Source: an optimization exercise on an open RTL-to-GDS flow (aim: small area, a short achievable clock period and few clock cycles). Production flows keep margins and buffers that such runs may drop. At most, simulation tests tie the RTL to the original design; equivalence was not proved. Power figures rest on the tool's default switching activity, not on a simulated workload.

==> flow/design.v <==
module tri_raster_seq #(
    parameter int CW = 12
) (
    input  logic            clk,
    input  logic            rst,
    input  logic            tri_valid,
    output logic            tri_ready,
    input  logic [CW-1:0]   ptAX,
    input  logic [CW-1:0]   ptAY,
    input  logic [CW-1:0]   ptBX,
    input  logic [CW-1:0]   ptBY,
    input  logic [CW-1:0]   pt3X,
    input  logic [CW-1:0]   pt3Y,
    output logic            pix_valid,
    input  logic            pix_ready,
    output logic [CW-1:0]   pix_x,
    output logic [CW-1:0]   pix_y,
    output logic            done,
    output logic [2*CW:0]   pix_count
);
    logic          v_loaded;                  
    logic          v_new, v_new2;             
    logic [CW-1:0] pax, pay, pbx, pby, pcx, pcy;   
    logic [2:0]    ts, ms, bs;                
    logic [CW-1:0] tx, ty, mx, my, bx, by;    
    logic          v_even;                    
    logic          v_flat, v_horiz;           
    logic          w_act, w_first, w_pendT, w_atM, w_last, w_lil;
    logic [CW-1:0] w_y;
    logic [CW-1:0] xl_q, xs_q;                
    logic signed [CW:0] rl_q, rs_q;           
    logic [CW:0]   nul_q, nus_q;              
    logic          dnl_q, dns_q;              
    logic [CW-1:0] dyl_q, dys_q;              
    logic          e_valid, e_last;
    logic [CW-1:0] e_x, e_r, e_y;
    logic          done_q, neg_pend;
    logic [2*CW:0] cnt_q;
    logic [2*CW-1:0] ka, kb, kc;
    logic ab_q, bc_q, ac_q, eab_q, ebc_q, eac_q, cv_q;
    logic [2:0] s_ts, s_ms, s_bs;
    logic s_even, s_flat, s_horiz;
    always_comb begin
        ka = {ptAY, ptAX};
        kb = {ptBY, ptBX};
        kc = {pt3Y, pt3X};
        if (ab_q && bc_q) begin
            s_ts = 3'b001; s_ms = 3'b010; s_bs = 3'b100; s_even = 1'b1; s_flat = eab_q; s_horiz = eac_q;
        end else if (ab_q && ac_q) begin
            s_ts = 3'b001; s_ms = 3'b100; s_bs = 3'b010; s_even = 1'b0; s_flat = eac_q; s_horiz = eab_q;
        end else if (ab_q) begin
            s_ts = 3'b100; s_ms = 3'b001; s_bs = 3'b010; s_even = 1'b1; s_flat = eac_q; s_horiz = ebc_q;
        end else if (bc_q && ac_q) begin
            s_ts = 3'b010; s_ms = 3'b001; s_bs = 3'b100; s_even = 1'b0; s_flat = eab_q; s_horiz = ebc_q;
        end else if (bc_q) begin
            s_ts = 3'b010; s_ms = 3'b100; s_bs = 3'b001; s_even = 1'b1; s_flat = ebc_q; s_horiz = eab_q;
        end else begin
            s_ts = 3'b100; s_ms = 3'b010; s_bs = 3'b001; s_even = 1'b0; s_flat = ebc_q; s_horiz = eac_q;
        end
        tx = ({CW{ts[0]}} & pax) | ({CW{ts[1]}} & pbx) | ({CW{ts[2]}} & pcx);
        ty = ({CW{ts[0]}} & pay) | ({CW{ts[1]}} & pby) | ({CW{ts[2]}} & pcy);
        mx = ({CW{ms[0]}} & pax) | ({CW{ms[1]}} & pbx) | ({CW{ms[2]}} & pcx);
        my = ({CW{ms[0]}} & pay) | ({CW{ms[1]}} & pby) | ({CW{ms[2]}} & pcy);
        bx = ({CW{bs[0]}} & pax) | ({CW{bs[1]}} & pbx) | ({CW{bs[2]}} & pcx);
        by = ({CW{bs[0]}} & pay) | ({CW{bs[1]}} & pby) | ({CW{bs[2]}} & pcy);
    end
    logic sub_long, sub_tm, subtm_q;
    logic [CW-1:0] sa_x, sa_y, sb_x, sb_y;
    logic signed [CW:0] dx_c;
    logic [CW-1:0] dy_c;
    logic lil_new;
    always_comb begin
        sub_long = v_new;
        sub_tm = subtm_q;
        sa_x = sub_tm ? mx : bx;
        sa_y = sub_tm ? my : by;
        sb_x = (sub_long || sub_tm) ? tx : mx;
        sb_y = (sub_long || sub_tm) ? ty : my;
        dx_c = $signed({1'b0, sa_x}) - $signed({1'b0, sb_x});
        dy_c = sa_y + ~sb_y;
        lil_new = v_horiz | v_even;
    end
    logic set_l, set_s, rdy;
    logic signed [CW:0] opl, ops, stl, sts, al, as_;
    logic cl, cs;
    logic [CW-1:0] xl_adj, xs_adj, xl_stp, xs_stp;
    logic signed [CW:0] rl_stp, rs_stp;
    always_comb begin
        set_l = !rl_q[CW];
        set_s = !rs_q[CW];
        opl = set_l ? $signed(nul_q) : '0;
        ops = set_s ? $signed(nus_q) : '0;
        cl = set_l & !dnl_q;
        cs = set_s & !dns_q;
        stl = rl_q + opl + $signed({{CW{1'b0}}, cl});
        sts = rs_q + ops + $signed({{CW{1'b0}}, cs});
        al = rl_q + opl + $signed({1'b0, dyl_q}) + $signed({{CW{1'b0}}, cl}) + 1;
        as_ = rs_q + ops + $signed({1'b0, dys_q}) + $signed({{CW{1'b0}}, cs}) + 1;
        xl_adj = dnl_q ? xl_q - 1'b1 : xl_q + 1'b1;
        xs_adj = dns_q ? xs_q - 1'b1 : xs_q + 1'b1;
        rl_stp = stl[CW] ? al : stl;
        rs_stp = sts[CW] ? as_ : sts;
        xl_stp = stl[CW] ? xl_adj : xl_q;
        xs_stp = sts[CW] ? xs_adj : xs_q;
        rdy = w_act && (w_last || (set_l && set_s));
    end
    logic [CW-1:0] xL, xR, y_nx;
    logic ne, xfer, e_end, hok;
    logic [CW-1:0] y_b1;
    logic em_d, eb_d, em_q, eb_q;
    logic eqa, eqb, eqc, ld_sw, ld_l, ld_r, ldd_l, ldd_r;
    logic row_ok, tT, tW, skip, adv, neg_now, start, accept, enter_m, enter_b, e_load, w_stepen;
    always_comb begin
        xL = xl_q;
        xR = xs_q;
        ne = (xL <= xR);
        xfer = e_valid && pix_ready;
        e_end = (e_x == e_r);
        hok = !neg_pend && (!e_valid || (pix_ready && e_end && !e_last));
        row_ok = rdy && ne;
        tT = row_ok && w_pendT && !w_first && hok;
        tW = row_ok && !w_pendT && hok;
        skip = rdy && !w_last && ((w_first && w_pendT) || (!ne && !w_atM));
        adv = skip || (tW && !w_last);
        neg_now = rdy && !ne && w_atM && !neg_pend;
        tri_ready = cv_q && !v_loaded && (!w_act || (w_last && !w_pendT));
        accept = tri_valid && tri_ready;
        start = v_loaded && !v_new && (!w_act || (tW && w_last) || neg_now);
        y_nx = w_y + 1'b1;
        y_b1 = (v_loaded ? ty : y_nx) + 1'b1;
        eqa = (y_b1 == pay);
        eqb = (y_b1 == pby);
        eqc = (y_b1 == pcy);
        em_d = |(ms & {eqc, eqb, eqa});
        eb_d = |(bs & {eqc, eqb, eqa});
        enter_m = em_q;
        enter_b = eb_q;
        e_load = tT || tW;
        w_stepen = w_act && !w_last;
        ld_sw = w_stepen && adv && enter_m;
        ld_l = (v_new && v_even) || (v_new2 && !v_even) || (ld_sw && !w_lil);
        ld_r = (v_new && !v_even) || (v_new2 && v_even) || (ld_sw && w_lil);
        ldd_l = (v_new && v_even) || (v_new2 && !v_even) || (w_stepen && set_l && enter_m && !w_lil);
        ldd_r = (v_new && !v_even) || (v_new2 && v_even) || (w_stepen && set_s && enter_m && w_lil);
    end
    always_ff @(posedge clk) begin
        if (accept) begin
            pax <= ptAX; pay <= ptAY; pbx <= ptBX; pby <= ptBY; pcx <= pt3X; pcy <= pt3Y;
            ts <= s_ts; ms <= s_ms; bs <= s_bs;
            v_even <= s_even;
            v_flat <= s_flat;
            v_horiz <= s_horiz;
        end
        ab_q <= ka < kb;
        bc_q <= kb < kc;
        ac_q <= ka < kc;
        eab_q <= (ptAY == ptBY);
        ebc_q <= (ptBY == pt3Y);
        eac_q <= (ptAY == pt3Y);
        if (ld_l) begin
            nul_q <= dx_c[CW] ? dx_c : ~dx_c;
            dnl_q <= dx_c[CW];
            dyl_q <= dy_c;
        end
        if (ld_l || (w_stepen && (adv || !set_l)))
            rl_q <= ldd_l ? (dx_c[CW] ? $signed({1'b0, dy_c}) : '0) : rl_stp;
        if (ld_r) begin
            nus_q <= dx_c[CW] ? dx_c : ~dx_c;
            dns_q <= dx_c[CW];
            dys_q <= dy_c;
        end
        if (ld_r || (w_stepen && (adv || !set_s)))
            rs_q <= ldd_r ? (dx_c[CW] ? '0 : $signed({1'b0, dy_c})) : rs_stp;
        if (start || (w_stepen && (adv || !set_l)))
            xl_q <= v_loaded ? (lil_new ? tx : v_flat ? mx : tx) :
                    (set_l && enter_m && !w_lil) ? mx : (set_l && enter_b) ? bx : xl_stp;
        if (start || (w_stepen && (adv || !set_s)))
            xs_q <= v_loaded ? (v_horiz ? bx : lil_new ? (v_flat ? mx : tx) : tx) :
                    (set_s && enter_m && w_lil) ? mx : (set_s && enter_b) ? bx : xs_stp;
        if (start || (w_stepen && adv)) begin
            w_y <= v_loaded ? ty : y_nx;
            w_first <= v_loaded;
            w_atM <= v_loaded ? v_flat : enter_m;
            w_last <= v_loaded ? v_horiz : enter_b;
            em_q <= em_d;
            eb_q <= eb_d;
        end
        if (start) w_lil <= lil_new;
        if (start || tT) w_pendT <= v_loaded && !v_flat;
        if (e_load || (xfer && !e_end))
            e_x <= (e_valid && !e_end) ? e_x + 1'b1 : w_pendT ? tx : xL;
        if (e_load) begin
            e_r <= w_pendT ? tx : xR;
            e_y <= w_pendT ? ty : w_y;
            e_last <= !w_pendT && w_last;
        end
        if (done_q || xfer) cnt_q <= done_q ? '0 : cnt_q + 1'b1;
        if (rst) begin
            v_loaded <= 1'b0;
            v_new <= 1'b0;
            v_new2 <= 1'b0;
            subtm_q <= 1'b0;
            w_act <= 1'b0;
            e_valid <= 1'b0;
            done_q <= 1'b0;
            neg_pend <= 1'b0;
            cnt_q <= '0;
            cv_q <= 1'b0;
        end else begin
            cv_q <= tri_valid && !accept;
            v_new <= accept;
            v_new2 <= v_new;
            subtm_q <= v_new && !v_flat;
            if (accept || start) v_loaded <= accept;
            if (start || (tW && w_last) || neg_now) w_act <= start;
            if (e_load || (xfer && e_end)) e_valid <= e_load;
            done_q <= (xfer && e_end && e_last) || (neg_pend && !e_valid);
            if (neg_now || !e_valid) neg_pend <= neg_now;
        end
    end
    assign pix_valid = e_valid;
    assign pix_x = e_x;
    assign pix_y = e_y;
    assign done = done_q;
    assign pix_count = cnt_q;
endmodule
Settings: LEC_CHECK=0, CAP_MARGIN=20, CORE_MARGIN=2, CORE_UTILIZATION=40, PLACE_DENSITY=0.6, SLEW_MARGIN=20; clock period 11.0 ns.
standard.sh (not shown) runs the stock make flow with config.mk's settings and CLKGATE_MAP_FILE= SYNTH_SCRIPT=/design/flow/synth_recipe.tcl, a recipe that flattens the netlist after the stock synthesis.
==> flow/flow/run.sh <==
#!/bin/bash
# The standard layout, with repair_timing aiming for extra setup slack
# (the clock period and the constraints stay the design's). make's output goes to standard.log;
# each ORFS step keeps its own log under orfs/logs.
bash standard.sh SETUP_SLACK_MARGIN=7 finish > standard.log 2>&1
Testbench counts at the start, summed over its fixed seeds: cycles 26,927.
Then changed:
--- a/flow/design.v
+++ b/flow/design.v
@@ -103,14 +103,12 @@
         xl_stp = stl[CW] ? xl_adj : xl_q;
         xs_stp = sts[CW] ? xs_adj : xs_q;
         rdy = w_act && (w_last || (set_l && set_s));
     end
     logic [CW-1:0] xL, xR, y_nx;
     logic ne, xfer, e_end, hok;
-    logic [CW-1:0] y_b1;
-    logic em_d, eb_d, em_q, eb_q;
     logic eqa, eqb, eqc, ld_sw, ld_l, ld_r, ldd_l, ldd_r;
     logic row_ok, tT, tW, skip, adv, neg_now, start, accept, enter_m, enter_b, e_load, w_stepen;
     always_comb begin
         xL = xl_q;
         xR = xs_q;
         ne = (xL <= xR);
@@ -124,20 +122,17 @@
         adv = skip || (tW && !w_last);
         neg_now = rdy && !ne && w_atM && !neg_pend;
         tri_ready = cv_q && !v_loaded && (!w_act || (w_last && !w_pendT));
         accept = tri_valid && tri_ready;
         start = v_loaded && !v_new && (!w_act || (tW && w_last) || neg_now);
         y_nx = w_y + 1'b1;
-        y_b1 = (v_loaded ? ty : y_nx) + 1'b1;
-        eqa = (y_b1 == pay);
-        eqb = (y_b1 == pby);
-        eqc = (y_b1 == pcy);
-        em_d = |(ms & {eqc, eqb, eqa});
-        eb_d = |(bs & {eqc, eqb, eqa});
-        enter_m = em_q;
-        enter_b = eb_q;
+        eqa = (y_nx == pay);
+        eqb = (y_nx == pby);
+        eqc = (y_nx == pcy);
+        enter_m = |(ms & {eqc, eqb, eqa});
+        enter_b = |(bs & {eqc, eqb, eqa});
         e_load = tT || tW;
         w_stepen = w_act && !w_last;
         ld_sw = w_stepen && adv && enter_m;
         ld_l = (v_new && v_even) || (v_new2 && !v_even) || (ld_sw && !w_lil);
         ld_r = (v_new && !v_even) || (v_new2 && v_even) || (ld_sw && w_lil);
         ldd_l = (v_new && v_even) || (v_new2 && !v_even) || (w_stepen && set_l && enter_m && !w_lil);
@@ -179,14 +174,12 @@
                     (set_s && enter_m && w_lil) ? mx : (set_s && enter_b) ? bx : xs_stp;
         if (start || (w_stepen && adv)) begin
             w_y <= v_loaded ? ty : y_nx;
             w_first <= v_loaded;
             w_atM <= v_loaded ? v_flat : enter_m;
             w_last <= v_loaded ? v_horiz : enter_b;
-            em_q <= em_d;
-            eb_q <= eb_d;
         end
         if (start) w_lil <= lil_new;
         if (start || tT) w_pendT <= v_loaded && !v_flat;
         if (e_load || (xfer && !e_end))
             e_x <= (e_valid && !e_end) ? e_x + 1'b1 : w_pendT ? tx : xL;
         if (e_load) begin
What happened: The new run completed without violations. Cell count increases slightly. Global-route usage increases by 0.55 points. Total power is about the same. Utilization decreases by 0.94 points. Via count increases slightly.
For the second run of this note, only the layout was checked, not whether the RTL still works.

---

tri_raster_seq, a different RTL version from the one above (not shown whole).
For scale: about 2600 cells after synthesis, ~0.021 sq mm of cells after synthesis.
export LEC_CHECK = 0
export CAP_MARGIN = 20
export CORE_MARGIN = 2
export CORE_UTILIZATION = 40
export PLACE_DENSITY = 0.6
export SLEW_MARGIN = 20
create_clock -name core_clock -period 11.0 [get_ports {clk}]
==> flow/flow/run.sh <==
#!/bin/bash
# The standard layout, with repair_timing aiming for extra setup slack and the smallest
# buffer cell on the ports (the clock period and the constraints stay the design's).
# make's output goes to standard.log; each ORFS step keeps its own log under orfs/logs.
bash standard.sh SETUP_SLACK_MARGIN=7.5 ABC_AREA=1 'BUFFER_PORTS_ARGS=-buffer_cell sky130_fd_sc_hd__buf_1' finish > standard.log 2>&1
Testbench counts at the start, summed over its fixed seeds: cycles 26,927.
==> next run, changes <==
--- a/flow/design.v
+++ b/flow/design.v
@@ -105,53 +105,47 @@
         rs_stp = sts[CW] ? as_ : sts;
         xl_stp = stl[CW] ? xl_adj : xl_q;
         xs_stp = sts[CW] ? xs_adj : xs_q;
         rdy = w_act && (w_last || (set_l && set_s));
     end
     logic [CW-1:0] xL, xR, y_nx;
     logic ne, xfer, e_end, hok;
     logic [CW-1:0] y_b1;
     logic em_d, eb_d, em_q, eb_q;
-    logic v_loaded_d, w_act_d, w_last_d, w_pendT_d, tr_d, tr_q;
     logic eqa, eqb, eqc, ld_sw, ld_l, ld_r, ldd_l, ldd_r;
     logic row_ok, tT, tW, skip, adv, neg_now, start, accept, enter_m, enter_b, e_load, w_stepen;
     always_comb begin
         xL = xl_q;
         xR = xs_q;
         ne = (xL <= xR);
         xfer = e_valid && pix_ready;
         e_end = (e_x == e_r);
         hok = !neg_pend && (!e_valid || (pix_ready && e_end && !e_last));
         row_ok = rdy && ne;
         tT = row_ok && w_pendT && !w_first && hok;
         tW = row_ok && !w_pendT && hok;
         skip = rdy && !w_last && ((w_first && w_pendT) || (!ne && !w_atM));
         adv = skip || (tW && !w_last);
         neg_now = rdy && !ne && w_atM && !neg_pend;
-        tri_ready = tr_q;
-        accept = tri_valid && tr_q;
+        tri_ready = cv_q && !v_loaded && (!w_act || (w_last && !w_pendT));
+        accept = tri_valid && tri_ready;
         start = v_loaded && !v_new && (!w_act || (tW && w_last) || neg_now);
         y_nx = w_y + 1'b1;
         y_b1 = (v_loaded ? ty : y_nx) + 1'b1;
         eqa = (y_b1 == pay);
         eqb = (y_b1 == pby);
         eqc = (y_b1 == pcy);
         em_d = |(ms & {eqc, eqb, eqa});
         eb_d = |(bs & {eqc, eqb, eqa});
         enter_m = em_q;
         enter_b = eb_q;
         e_load = tT || tW;
         w_stepen = w_act && !w_last;
-        v_loaded_d = accept || (v_loaded && !start);
-        w_act_d = start || (w_act && !((tW && w_last) || neg_now));
-        w_last_d = (start || (w_stepen && adv)) ? (v_loaded ? v_horiz : enter_b) : w_last;
-        w_pendT_d = (start || tT) ? (v_loaded && !v_flat) : w_pendT;
-        tr_d = tri_valid && !accept && !v_loaded_d && (!w_act_d || (w_last_d && !w_pendT_d));
         ld_sw = w_stepen && adv && enter_m;
         ld_l = (v_new && v_even) || (v_new2 && !v_even) || (ld_sw && !w_lil);
         ld_r = (v_new && !v_even) || (v_new2 && v_even) || (ld_sw && w_lil);
         ldd_l = (v_new && v_even) || (v_new2 && !v_even) || (w_stepen && set_l && enter_m && !w_lil);
         ldd_r = (v_new && !v_even) || (v_new2 && v_even) || (w_stepen && set_s && enter_m && w_lil);
     end
     always_ff @(posedge clk) begin
         if (accept) begin
             pax <= ptAX; pay <= ptAY; pbx <= ptBX; pby <= ptBY; pcx <= pt3X; pcy <= pt3Y;
@@ -209,22 +203,20 @@
             v_new <= 1'b0;
             v_new2 <= 1'b0;
             subtm_q <= 1'b0;
             w_act <= 1'b0;
             e_valid <= 1'b0;
             done_q <= 1'b0;
             neg_pend <= 1'b0;
             cnt_q <= '0;
             cv_q <= 1'b0;
-            tr_q <= 1'b0;
         end else begin
             cv_q <= tri_valid && !accept;
-            tr_q <= tr_d;
             v_new <= accept;
             v_new2 <= v_new;
             subtm_q <= v_new && !v_flat;
             if (accept || start) v_loaded <= accept;
             if (start || (tW && w_last) || neg_now) w_act <= start;
             if (e_load || (xfer && e_end)) e_valid <= e_load;
             done_q <= (xfer && e_end && e_last) || (neg_pend && !e_valid);
             if (neg_now || !e_valid) neg_pend <= neg_now;
         end
Outcome: Setup slack got worse by 0.21 ns; utilization shrinks by 0.35 points; register-to-register slack got worse by 0.02 ns; total power shrinks by 4.6%; synthesized area hardly moves; die area is about the same; first-iteration DRC count grows by about 4%; via count stays flat; final cell count shrinks by 0.65%.
Testbench counts after the change, summed over its fixed seeds: cycles 26,927.

## re-timing with driven ports
Ports are ideal in the flow. The routed layouts listed here were re-timed in OpenROAD.
Step 1: set_driving_cell puts a clkbuf_16 on clk and a buf_2 on each other input, an assumption about the parent block.
Step 2 moves the port delays by t, midway between the first and last clock arrival at a register: inputs arrive t later, outputs are due t later. That takes back most of the time a late clock gives input paths.
Slacks: ideal ports / drivers / drivers and shift; pairs: ideal ports / drivers.
run	t, ns	setup slack, ns	worst setup path after step 2	cell pins on the clock port's net
the first run of note 1	0.635	7.053 / 7.009 / 6.439	input to register	1
the second run of note 1	0.631	7.068 / 7.013 / 6.480	input to register	1
the first run of note 2	0.605	7.536 / 7.514 / 6.920	input to register	1
the second run of note 2	0.608	7.327 / 7.269 / 7.017	input to register	1
After both steps setup and hold are still met in every run listed. The setup slack of the first run of note 2, which loses most, moves by -0.022 ns with the drivers and by -0.616 ns with both steps.
